Context: an optimization exercise on an open-source flow, tuned for small area, a short achievable clock period and few clock cycles per item. The choices shown serve that exercise and are no tape-out recipe. In this exercise RTL edits were held to simulation tests only and were not proved equivalent to the original. Power is estimated from default activity; no workload was simulated.

==> 08-27 <==
==> flow/design.v <==
package vec_pkg;
  localparam int unsigned NrLanes      = 4;
  localparam int unsigned LaneIdxWidth = $clog2(NrLanes);
  localparam int unsigned ElemWidth    = 32;
  localparam int unsigned NrVRegs      = 8;
  localparam int unsigned RegIdxWidth  = $clog2(NrVRegs);
  localparam int unsigned FifoDepth    = 4;
  localparam int unsigned FifoPtrWidth = $clog2(FifoDepth);
  localparam int unsigned FifoCntWidth = $clog2(FifoDepth + 1);
  typedef logic [ElemWidth-1:0]    elem_t;
  typedef logic [RegIdxWidth-1:0]  reg_idx_t;
  typedef logic [LaneIdxWidth-1:0] lane_idx_t;
  typedef enum logic [2:0] {
    OP_VADD   = 3'd0,
    OP_VSUB   = 3'd1,
    OP_VAND   = 3'd2,
    OP_VXOR   = 3'd3,
    OP_VMV_VX = 3'd4,
    OP_VID    = 3'd5,
    OP_VEXT   = 3'd6
  } vec_op_e;
  typedef struct packed {
    vec_op_e  op;
    reg_idx_t vd;
    reg_idx_t vs1;
    reg_idx_t vs2;
    elem_t    scalar;
  } vec_insn_t;
  typedef struct packed {
    elem_t data;
    logic  illegal;
  } vec_resp_t;
  typedef struct packed {
    vec_op_e  op;
    reg_idx_t vd;
    reg_idx_t vs1;
    reg_idx_t vs2;
  } lane_req_t;
  typedef struct packed {
    logic  valid;
    logic  last;
    elem_t data;
  } bc_t;
endpackage
`timescale 1ns/1ps
module vec_top (
  input  logic        clk_i,
  input  logic        reset_i,
  input  logic        req_valid_i,
  input  logic [43:0] req_i,
  output logic        req_ready_o,
  output logic        resp_valid_o,
  output logic [32:0] resp_o,
  input  logic        resp_ready_i
);
  localparam int unsigned NL = vec_pkg::NrLanes;
  localparam int unsigned NR = vec_pkg::NrVRegs;
  localparam int unsigned NQ = 4;    
  logic [2:0]  req_op, req_vd, req_vs1, req_vs2;
  logic [31:0] req_sc;
  assign {req_op, req_vd, req_vs1, req_vs2, req_sc} = req_i;
  logic                  rdy_q;           
  logic                  rd_v_q;
  logic                  rd_arith_q;      
  logic                  rd_sub_q;
  logic                  rd_and_q;
  logic                  rd_xor_q;
  logic                  rd_mv_q;         
  logic                  rd_vid_q;        
  logic                  rd_ext_q;
  logic                  rd_ill_q;
  logic [NR-1:0]         rd_we_q;         
  logic [NR-1:0]         rd_sa_q;         
  logic [NR-1:0]         rd_sb_q;         
  logic                  rd_fa_q;         
  logic                  rd_fb_q;         
  logic [NL-1:0]         rd_lsel_q;       
  logic [31:0]           rd_sc_q;
  logic                  alu_v_q;
  logic                  alu_arith_q;
  logic                  alu_sub_q;
  logic                  alu_and_q;
  logic                  alu_xor_q;
  logic                  alu_pass_q;      
  logic                  alu_ext_q;
  logic                  alu_ill_q;
  logic [NR-1:0]         alu_we_q;
  logic [NL-1:0]         alu_lsel_q;
  logic [NL-1:0][31:0]   opa_q, opb_q;
  logic [NR-1:0]         zero_q;
  logic [NR-1:0][NL-1:0][31:0] regs_q;
  logic [NQ-1:0]         rq_v_q;          
  logic [NQ-1:0][32:0]   rq_q;
  logic          acc;
  logic [NR-1:0] zero_d;
  logic          req_wr, req_rd_a, req_rd_b;
  assign acc      = req_valid_i & rdy_q & ~reset_i;
  assign req_wr   = ~req_op[2] | ~req_op[1];
  assign req_rd_a = ~req_op[2];
  assign req_rd_b = ~req_op[2] | (req_op == 3'd6);
  always_comb begin
    for (int r = 0; r < NR; r++) begin
      zero_d[r] = zero_q[r] & ~alu_we_q[r];
    end
  end
  always_ff @(posedge clk_i) begin
    rd_v_q     <= acc;
    rd_arith_q <= acc & (req_op[2:1] == 2'b00);
    rd_sub_q   <= req_op[0];
    rd_and_q   <= acc & (req_op == 3'd2);
    rd_xor_q   <= acc & (req_op == 3'd3);
    rd_mv_q    <= acc & (req_op == 3'd4);
    rd_vid_q   <= acc & (req_op == 3'd5);
    rd_ext_q   <= acc & (req_op == 3'd6);
    rd_ill_q   <= acc & (req_op == 3'd7);
    rd_sc_q    <= req_sc;
    rd_fa_q    <= req_rd_a & rd_we_q[req_vs1];
    rd_fb_q    <= req_rd_b & rd_we_q[req_vs2];
    for (int r = 0; r < NR; r++) begin
      rd_we_q[r] <= acc & req_wr & (req_vd == 3'(r));
      rd_sa_q[r] <= req_rd_a & (req_vs1 == 3'(r)) & ~zero_d[r] & ~rd_we_q[r];
      rd_sb_q[r] <= req_rd_b & (req_vs2 == 3'(r)) & ~zero_d[r] & ~rd_we_q[r];
    end
    for (int l = 0; l < NL; l++) begin
      rd_lsel_q[l] <= (req_sc[1:0] == 2'(l));
    end
  end
  logic [NL-1:0][31:0] res;
  logic [NL-1:0][31:0] opa_d, opb_d;
  always_comb begin
    for (int l = 0; l < NL; l++) begin
      opa_d[l] = {32{rd_fa_q}} & res[l];
      opb_d[l] = ({32{rd_fb_q}} & res[l])
               | ({32{rd_mv_q}} & rd_sc_q)
               | ({32{rd_vid_q}} & 32'(l));
      for (int r = 0; r < NR; r++) begin
        opa_d[l] = opa_d[l] | ({32{rd_sa_q[r]}} & regs_q[r][l]);
        opb_d[l] = opb_d[l] | ({32{rd_sb_q[r]}} & regs_q[r][l]);
      end
    end
  end
  always_ff @(posedge clk_i) begin
    opa_q       <= opa_d;
    opb_q       <= opb_d;
    alu_v_q     <= rd_v_q & ~reset_i;
    alu_arith_q <= rd_arith_q;
    alu_sub_q   <= rd_sub_q;
    alu_and_q   <= rd_and_q;
    alu_xor_q   <= rd_xor_q;
    alu_pass_q  <= rd_mv_q | rd_vid_q;
    alu_ext_q   <= rd_ext_q;
    alu_ill_q   <= rd_ill_q;
    alu_we_q    <= rd_we_q & {NR{~reset_i}};
    alu_lsel_q  <= rd_lsel_q;
  end
  logic [31:0] ext_data;
  always_comb begin
    ext_data = '0;
    for (int l = 0; l < NL; l++) begin
      res[l] = ({32{alu_arith_q}} & (opa_q[l] + (opb_q[l] ^ {32{alu_sub_q}}) + {31'd0, alu_sub_q}))
             | ({32{alu_and_q}}   & (opa_q[l] & opb_q[l]))
             | ({32{alu_xor_q}}   & (opa_q[l] ^ opb_q[l]))
             | ({32{alu_pass_q}}  & opb_q[l]);
      ext_data = ext_data | ({32{alu_lsel_q[l]}} & opb_q[l]);
    end
  end
  always_ff @(posedge clk_i) begin
    for (int r = 0; r < NR; r++) begin
      if (alu_we_q[r]) begin
        regs_q[r] <= res;
      end
    end
  end
  always_ff @(posedge clk_i) begin
    if (reset_i) begin
      zero_q <= '1;
    end else begin
      zero_q <= zero_d;
    end
  end
  logic          pop, push;
  logic [32:0]   new_resp;
  logic [NQ-1:0] rq_v_d;
  assign pop      = rq_v_q[0] & resp_ready_i;
  assign push     = alu_v_q;
  assign new_resp = {{32{alu_ext_q}} & ext_data, alu_ill_q};
  always_comb begin
    if (pop) rq_v_d = {1'b0, rq_v_q[NQ-1:1]};
    else     rq_v_d = rq_v_q;
    if (push) begin
      rq_v_d = {rq_v_d[NQ-2:0], 1'b1};
    end
  end
  always_ff @(posedge clk_i) begin
    if (reset_i) begin
      rq_v_q <= '0;
      rdy_q  <= 1'b1;
    end else begin
      rq_v_q <= rq_v_d;
      rdy_q  <= ~rq_v_d[3] & ~(rq_v_d[2] & (acc | rd_v_q)) & ~(rq_v_d[1] & acc & rd_v_q);
    end
  end
  always_ff @(posedge clk_i) begin
    for (int e = 0; e < NQ; e++) begin
      if (pop) begin
        if (e < NQ - 1 && rq_v_q[e+1]) rq_q[e] <= rq_q[(e+1) % NQ];
        else                           rq_q[e] <= new_resp;
      end else begin
        if (!rq_v_q[e])                rq_q[e] <= new_resp;
      end
    end
  end
  assign req_ready_o  = rdy_q;
  assign resp_valid_o = rq_v_q[0];
  assign resp_o       = rq_q[0];
endmodule
==> flow/run.sh <==
#!/bin/bash
# synth_recipe.tcl (not shown) runs the flow's synth.tcl, then flattens the netlist and writes it again
# the make line also repeats each setting of config.mk as NAME=value (left out here)
make -C /OpenROAD-flow-scripts/flow DESIGN_CONFIG=/design/flow/config.mk WORK_HOME=/design/flow/orfs CLKGATE_MAP_FILE= SYNTH_SCRIPT=/design/flow/synth_recipe.tcl finish
==> flow/config.mk <==
export PLATFORM = sky130hd
export DESIGN_NAME = vec_top
export DESIGN_NICKNAME = vec_top
export VERILOG_FILES = /design/flow/design.v
export SDC_FILE = /design/flow/constraint.sdc
export NUM_CORES = 4
export LEC_CHECK = 0
export CAP_MARGIN = 20
export CORE_MARGIN = 2
export CORE_UTILIZATION = 40
export PLACE_DENSITY = 0.6
export SETUP_SLACK_MARGIN = 5
export SLEW_MARGIN = 20
==> flow/constraint.sdc <==
create_clock -name core_clock -period 10.0 [get_ports {clk_i}]
set_input_delay 2.0000 -clock core_clock [delete_from_list [all_inputs] [get_ports {clk_i}]]
set_output_delay 2.0000 -clock core_clock [all_outputs]
set_load 0.01 [all_outputs]
==> 03-01 (differences from 08-27) <==
--- a/flow/design.v
+++ b/flow/design.v
@@ -61,8 +61,9 @@
   assign {req_op, req_vd, req_vs1, req_vs2, req_sc} = req_i;
   logic                  rdy_q;           
   logic                  rd_v_q;
-  logic                  rd_arith_q;      
-  logic                  rd_sub_q;
+  logic                  rd_sub_q;        
+  logic                  rd_inv_q;        
+  logic                  rd_invr_q;       
   logic                  rd_and_q;
   logic                  rd_xor_q;
   logic                  rd_mv_q;         
@@ -77,11 +78,7 @@
   logic [NL-1:0]         rd_lsel_q;       
   logic [31:0]           rd_sc_q;
   logic                  alu_v_q;
-  logic                  alu_arith_q;
   logic                  alu_sub_q;
-  logic                  alu_and_q;
-  logic                  alu_xor_q;
-  logic                  alu_pass_q;      
   logic                  alu_ext_q;
   logic                  alu_ill_q;
   logic [NR-1:0]         alu_we_q;
@@ -105,8 +102,9 @@
   end
   always_ff @(posedge clk_i) begin
     rd_v_q     <= acc;
-    rd_arith_q <= acc & (req_op[2:1] == 2'b00);
-    rd_sub_q   <= req_op[0];
+    rd_sub_q   <= acc & ((req_op == 3'd1) | (req_op == 3'd3));
+    rd_inv_q   <= req_op == 3'd1;
+    rd_invr_q  <= (req_op == 3'd1) & ~rd_we_q[req_vs2];
     rd_and_q   <= acc & (req_op == 3'd2);
     rd_xor_q   <= acc & (req_op == 3'd3);
     rd_mv_q    <= acc & (req_op == 3'd4);
@@ -126,41 +124,45 @@
     end
   end
   logic [NL-1:0][31:0] res;
-  logic [NL-1:0][31:0] opa_d, opb_d;
+  logic [NL-1:0][31:0] opa_d, opb_d, opa_v, opb_v, opb_rd;
+  logic                rd_logic;
+  assign rd_logic = rd_and_q | rd_xor_q;
   always_comb begin
     for (int l = 0; l < NL; l++) begin
-      opa_d[l] = {32{rd_fa_q}} & res[l];
-      opb_d[l] = ({32{rd_fb_q}} & res[l])
+      opa_v[l]  = {32{rd_fa_q}} & res[l];
+      opb_rd[l] = '0;
+      for (int r = 0; r < NR; r++) begin
+        opa_v[l]  = opa_v[l]  | ({32{rd_sa_q[r]}} & regs_q[r][l]);
+        opb_rd[l] = opb_rd[l] | ({32{rd_sb_q[r]}} & regs_q[r][l]);
+      end
+      opb_v[l] = ({32{rd_fb_q}} & (res[l] ^ {32{rd_inv_q}}))
+               | (opb_rd[l] ^ {32{rd_invr_q}})
                | ({32{rd_mv_q}} & rd_sc_q)
                | ({32{rd_vid_q}} & 32'(l));
-      for (int r = 0; r < NR; r++) begin
-        opa_d[l] = opa_d[l] | ({32{rd_sa_q[r]}} & regs_q[r][l]);
-        opb_d[l] = opb_d[l] | ({32{rd_sb_q[r]}} & regs_q[r][l]);
-      end
+      opa_d[l] = ({32{~rd_logic}} & opa_v[l])
+               | ({32{rd_and_q}}  & (opa_v[l] & opb_v[l]))
+               | ({32{rd_xor_q}}  & (opa_v[l] | opb_v[l]));
+      opb_d[l] = ({32{~rd_logic}} & opb_v[l])
+               | ({32{rd_xor_q}}  & ~(opa_v[l] & opb_v[l]));
     end
   end
   always_ff @(posedge clk_i) begin
     opa_q       <= opa_d;
     opb_q       <= opb_d;
     alu_v_q     <= rd_v_q & ~reset_i;
-    alu_arith_q <= rd_arith_q;
     alu_sub_q   <= rd_sub_q;
-    alu_and_q   <= rd_and_q;
-    alu_xor_q   <= rd_xor_q;
-    alu_pass_q  <= rd_mv_q | rd_vid_q;
     alu_ext_q   <= rd_ext_q;
     alu_ill_q   <= rd_ill_q;
     alu_we_q    <= rd_we_q & {NR{~reset_i}};
     alu_lsel_q  <= rd_lsel_q;
   end
   logic [31:0] ext_data;
+  logic [NL-1:0][32:0] sum;
   always_comb begin
     ext_data = '0;
     for (int l = 0; l < NL; l++) begin
-      res[l] = ({32{alu_arith_q}} & (opa_q[l] + (opb_q[l] ^ {32{alu_sub_q}}) + {31'd0, alu_sub_q}))
-             | ({32{alu_and_q}}   & (opa_q[l] & opb_q[l]))
-             | ({32{alu_xor_q}}   & (opa_q[l] ^ opb_q[l]))
-             | ({32{alu_pass_q}}  & opb_q[l]);
+      sum[l] = {opa_q[l], 1'b1} + {opb_q[l], alu_sub_q};
+      res[l] = sum[l][32:1];
       ext_data = ext_data | ({32{alu_lsel_q[l]}} & opb_q[l]);
     end
   end
==> flow/flow/run.sh (new file) <==
#!/bin/bash
# The standard layout, with two changes to how it is made (the SDC and its
# clock period are unchanged):
#  - repair_timing is asked for more setup slack than the flow settings allow;
#  - the port buffers are buf_4 cells instead of the delay buffers that
#    buffer_ports picks by default.
set -euo pipefail
export SETUP_SLACK_MARGIN=6.8
export TNS_END_PERCENT=30
export BUFFER_PORTS_ARGS="-buffer_cell sky130_fd_sc_hd__buf_4"
bash standard.sh finish > standard.log 2>&1
==> flow/standard.sh (new file) <==
#!/bin/bash
# synth_recipe.tcl (not shown) runs the flow's synth.tcl, then flattens the netlist and writes it again
# the make line also repeats each setting of config.mk as NAME=value (left out here)
make -C /OpenROAD-flow-scripts/flow DESIGN_CONFIG=/design/flow/config.mk WORK_HOME=/design/flow/orfs CLKGATE_MAP_FILE= SYNTH_SCRIPT=/design/flow/synth_recipe.tcl "${@:-finish}"
CTS_BUF_LIST = sky130_fd_sc_hd__clkbuf_16   (was not set)
CTS_CLUSTER_DIAMETER = 70   (was not set)
CTS_CLUSTER_SIZE = 25   (was not set)
SETUP_SLACK_MARGIN = not set   (was 5)
removed: flow/run.sh
==> 08-05 (differences from 08-27) <==
--- a/flow/design.v
+++ b/flow/design.v
@@ -62,7 +62,9 @@
   logic                  rdy_q;           
   logic                  rd_v_q;
   logic                  rd_arith_q;      
-  logic                  rd_sub_q;
+  logic                  rd_sub_q;        
+  logic                  rd_inv_q;        
+  logic                  rd_invr_q;       
   logic                  rd_and_q;
   logic                  rd_xor_q;
   logic                  rd_mv_q;         
@@ -106,7 +108,9 @@
   always_ff @(posedge clk_i) begin
     rd_v_q     <= acc;
     rd_arith_q <= acc & (req_op[2:1] == 2'b00);
-    rd_sub_q   <= req_op[0];
+    rd_sub_q   <= acc & (req_op == 3'd1);
+    rd_inv_q   <= req_op == 3'd1;
+    rd_invr_q  <= (req_op == 3'd1) & ~rd_we_q[req_vs2];
     rd_and_q   <= acc & (req_op == 3'd2);
     rd_xor_q   <= acc & (req_op == 3'd3);
     rd_mv_q    <= acc & (req_op == 3'd4);
@@ -126,17 +130,19 @@
     end
   end
   logic [NL-1:0][31:0] res;
-  logic [NL-1:0][31:0] opa_d, opb_d;
+  logic [NL-1:0][31:0] opa_d, opb_d, opb_rd;
   always_comb begin
     for (int l = 0; l < NL; l++) begin
-      opa_d[l] = {32{rd_fa_q}} & res[l];
-      opb_d[l] = ({32{rd_fb_q}} & res[l])
+      opa_d[l]  = {32{rd_fa_q}} & res[l];
+      opb_rd[l] = '0;
+      for (int r = 0; r < NR; r++) begin
+        opa_d[l]  = opa_d[l]  | ({32{rd_sa_q[r]}} & regs_q[r][l]);
+        opb_rd[l] = opb_rd[l] | ({32{rd_sb_q[r]}} & regs_q[r][l]);
+      end
+      opb_d[l] = ({32{rd_fb_q}} & (res[l] ^ {32{rd_inv_q}}))
+               | (opb_rd[l] ^ {32{rd_invr_q}})
                | ({32{rd_mv_q}} & rd_sc_q)
                | ({32{rd_vid_q}} & 32'(l));
-      for (int r = 0; r < NR; r++) begin
-        opa_d[l] = opa_d[l] | ({32{rd_sa_q[r]}} & regs_q[r][l]);
-        opb_d[l] = opb_d[l] | ({32{rd_sb_q[r]}} & regs_q[r][l]);
-      end
     end
   end
   always_ff @(posedge clk_i) begin
@@ -154,10 +160,12 @@
     alu_lsel_q  <= rd_lsel_q;
   end
   logic [31:0] ext_data;
+  logic [NL-1:0][32:0] sum;
   always_comb begin
     ext_data = '0;
     for (int l = 0; l < NL; l++) begin
-      res[l] = ({32{alu_arith_q}} & (opa_q[l] + (opb_q[l] ^ {32{alu_sub_q}}) + {31'd0, alu_sub_q}))
+      sum[l] = {opa_q[l], 1'b1} + {opb_q[l], alu_sub_q};
+      res[l] = ({32{alu_arith_q}} & sum[l][32:1])
              | ({32{alu_and_q}}   & (opa_q[l] & opb_q[l]))
              | ({32{alu_xor_q}}   & (opa_q[l] ^ opb_q[l]))
              | ({32{alu_pass_q}}  & opb_q[l]);
==> flow/flow/run.sh (new file) <==
#!/bin/bash
# The standard layout, with repair_timing asked for more setup slack than the
# flow settings allow (the SDC and its clock period are unchanged).
set -euo pipefail
export SETUP_SLACK_MARGIN=6.8
export TNS_END_PERCENT=20
bash standard.sh finish > standard.log 2>&1
==> flow/standard.sh (new file) <==
#!/bin/bash
# synth_recipe.tcl (not shown) runs the flow's synth.tcl, then flattens the netlist and writes it again
# the make line also repeats each setting of config.mk as NAME=value (left out here)
make -C /OpenROAD-flow-scripts/flow DESIGN_CONFIG=/design/flow/config.mk WORK_HOME=/design/flow/orfs CLKGATE_MAP_FILE= SYNTH_SCRIPT=/design/flow/synth_recipe.tcl "${@:-finish}"
CTS_BUF_LIST = sky130_fd_sc_hd__clkbuf_16   (was not set)
CTS_CLUSTER_DIAMETER = 70   (was not set)
CTS_CLUSTER_SIZE = 25   (was not set)
SETUP_SLACK_MARGIN = not set   (was 5)
removed: flow/run.sh
==> impl_summary.txt <==
----------------------------------------------------
[Status]
  Outcome ... finished clean

[Logic synthesis]
  Post-synth cell types ... just over 90
  Synth Net Count ... approximately 6,000
  Leading cell types by total area after synthesis ... sky130_fd_sc_hd__edfxtp_1, sky130_fd_sc_hd__dfxtp_1, sky130_fd_sc_hd__ha_1, sky130_fd_sc_hd__a22o_1, sky130_fd_sc_hd__a22oi_1
  Xor-xnor portion of the synthesized cell area ... 2.99%

[Power]
  Internal power contribution ... 0.0106 W
  Final Power ... about 0.014 W
  Net load switching power ... between 0.003 and 0.004 W
  Power per cell area ... between 150 and 200 mW/mm^2

[Setup path]
  Total buffers and inverters traversed by the critical path ... 2
  Start of the worst register-to-register path ... alu_sub_q$_DFF_P_
  Startpoint-to-endpoint class of the critical path ... register to register
  Startpoint of the most critical setup path ... alu_sub_q$_DFF_P_

[Finish]
  Filler Cell Count ... between 15,000 and 20,000
  Area of all sequential standard cells ... about 0.04 sq mm

[Hold path]
  Worst hold path startpoint ... rd_and_q$_DFF_P_

[Floorplan]
  Horizontal extent of the die ... 420 um

[GRT]
  Number of global-route vias before repair ... 51,800

----------------------------------------------------
[end of results for 08-27]
==> impl_summary.txt <==
----------------------------------------------------
[Setup path]
  Startpoint-to-endpoint class of the critical path ... register to output pin
  Start of the worst register-to-register path ... opb_q[46]$_DFF_P_

[Finish]
  Area of all sequential standard cells ... between 0.04 and 0.05 sq mm
  Filler Cell Count ... approximately 15,000

[Floorplan]
  Horizontal extent of the die ... between 400 and 500 um

[Hold path]
  Worst hold path startpoint ... rd_lsel_q[0]$_DFF_P_

[Logic synthesis]
  Post-synth cell types ... between 90 and 100
  Xor-xnor portion of the synthesized cell area ... between 4 and 5%

[Power]
  Final Power ... about 0.013 W
  Power consumed by sequential cells ... approximately 0.007 W
  Net load switching power ... between 0.003 and 0.004 W
  Power per cell area ... 155 mW/mm^2

[Status]
  Outcome ... finished clean

[GRT]
  Number of global-route vias before repair ... 53,300

----------------------------------------------------
[end of results for 03-01]
==> impl_summary.txt <==
----------------------------------------------------
[Status]
  Outcome ... finished clean

[Hold path]
  Worst hold path startpoint ... rd_lsel_q[1]$_DFF_P_

[Timing]
  Clock Skews ... between 0.04 and 0.05 ns

[Logic synthesis]
  Post-synth cell types ... 95
  Leading cell types by total area after synthesis ... sky130_fd_sc_hd__edfxtp_1, sky130_fd_sc_hd__dfxtp_1, sky130_fd_sc_hd__a22oi_1, sky130_fd_sc_hd__nand2_1, sky130_fd_sc_hd__nand4_1
  Synth Net Count ... between 6,000 and 7,000

[Finish]
  Filler Cell Count ... 15,700
  Total of clock buffers placed in the layout ... a little over 100

[GRT]
  Pin count of the biggest net entering global routing ... ~110
  Global routing usage on met2 ... 43.4%

[Setup path]
  CP endpoint kind ... output pin
  Start of the worst register-to-register path ... opb_q[5]$_DFF_P_
  Startpoint of the most critical setup path ... rq_q[32]$_DFFE_PP_
  Total buffers and inverters traversed by the critical path ... 1
  Startpoint-to-endpoint class of the critical path ... register to output pin

[Power]
  Internal power contribution ... 0.00897 W
  Power per cell area ... 154 mW/mm^2
  Share of power burned in the clock network ... ~39%

[Floorplan]
  I/O pins ... 83
  Horizontal extent of the die ... 423 um

[Clock tree]
  CTS root buffer ... sky130_fd_sc_hd__clkbuf_16

----------------------------------------------------
[end of results for 08-05]
Testbench counts of 08-27, summed over its fixed seeds: cycles 4,824, items 4,800.
Testbench counts of 03-01, summed over its fixed seeds: cycles 4,824, items 4,800.
Testbench counts of 08-05, summed over its fixed seeds: cycles 4,824, items 4,800.

[port drivers added, routing unchanged]
The results above use ideal ports. As a check the final layouts listed here were re-extracted and re-timed, cells and wires unchanged. Step 1 assumes that a clkbuf_16 drives the clock port and a buf_2 every other input. Step 2 adds t to the input delays and takes it off the output delays; t is the mean of the earliest and latest rising clock arrival at the registers after step 1. Input paths then give back, and output paths get back, about the clock's delay inside the block. Three values: ideal, step 1, step 2; two values: the first two.
run	t, ns	slack for setup (ns)	hold slack, ns	slew at the worst register clock pin (ns)	pins driven straight from the clock port
08-27	0.922	5.103 / 5.103 / 5.103	0.329 / 0.329 / 0.329	0.07 / 0.07	1
03-01	0.861	6.604 / 6.518 / 6.180	0.333 / 0.333 / 0.333	0.10 / 0.10	1
08-05	0.875	6.570 / 6.479 / 5.955	0.316 / 0.316 / 0.316	0.10 / 0.10	1
After both steps setup and hold are still met in every run listed. The setup slack of 08-05, which loses most, moves by -0.091 ns with the drivers and by -0.615 ns with both steps.
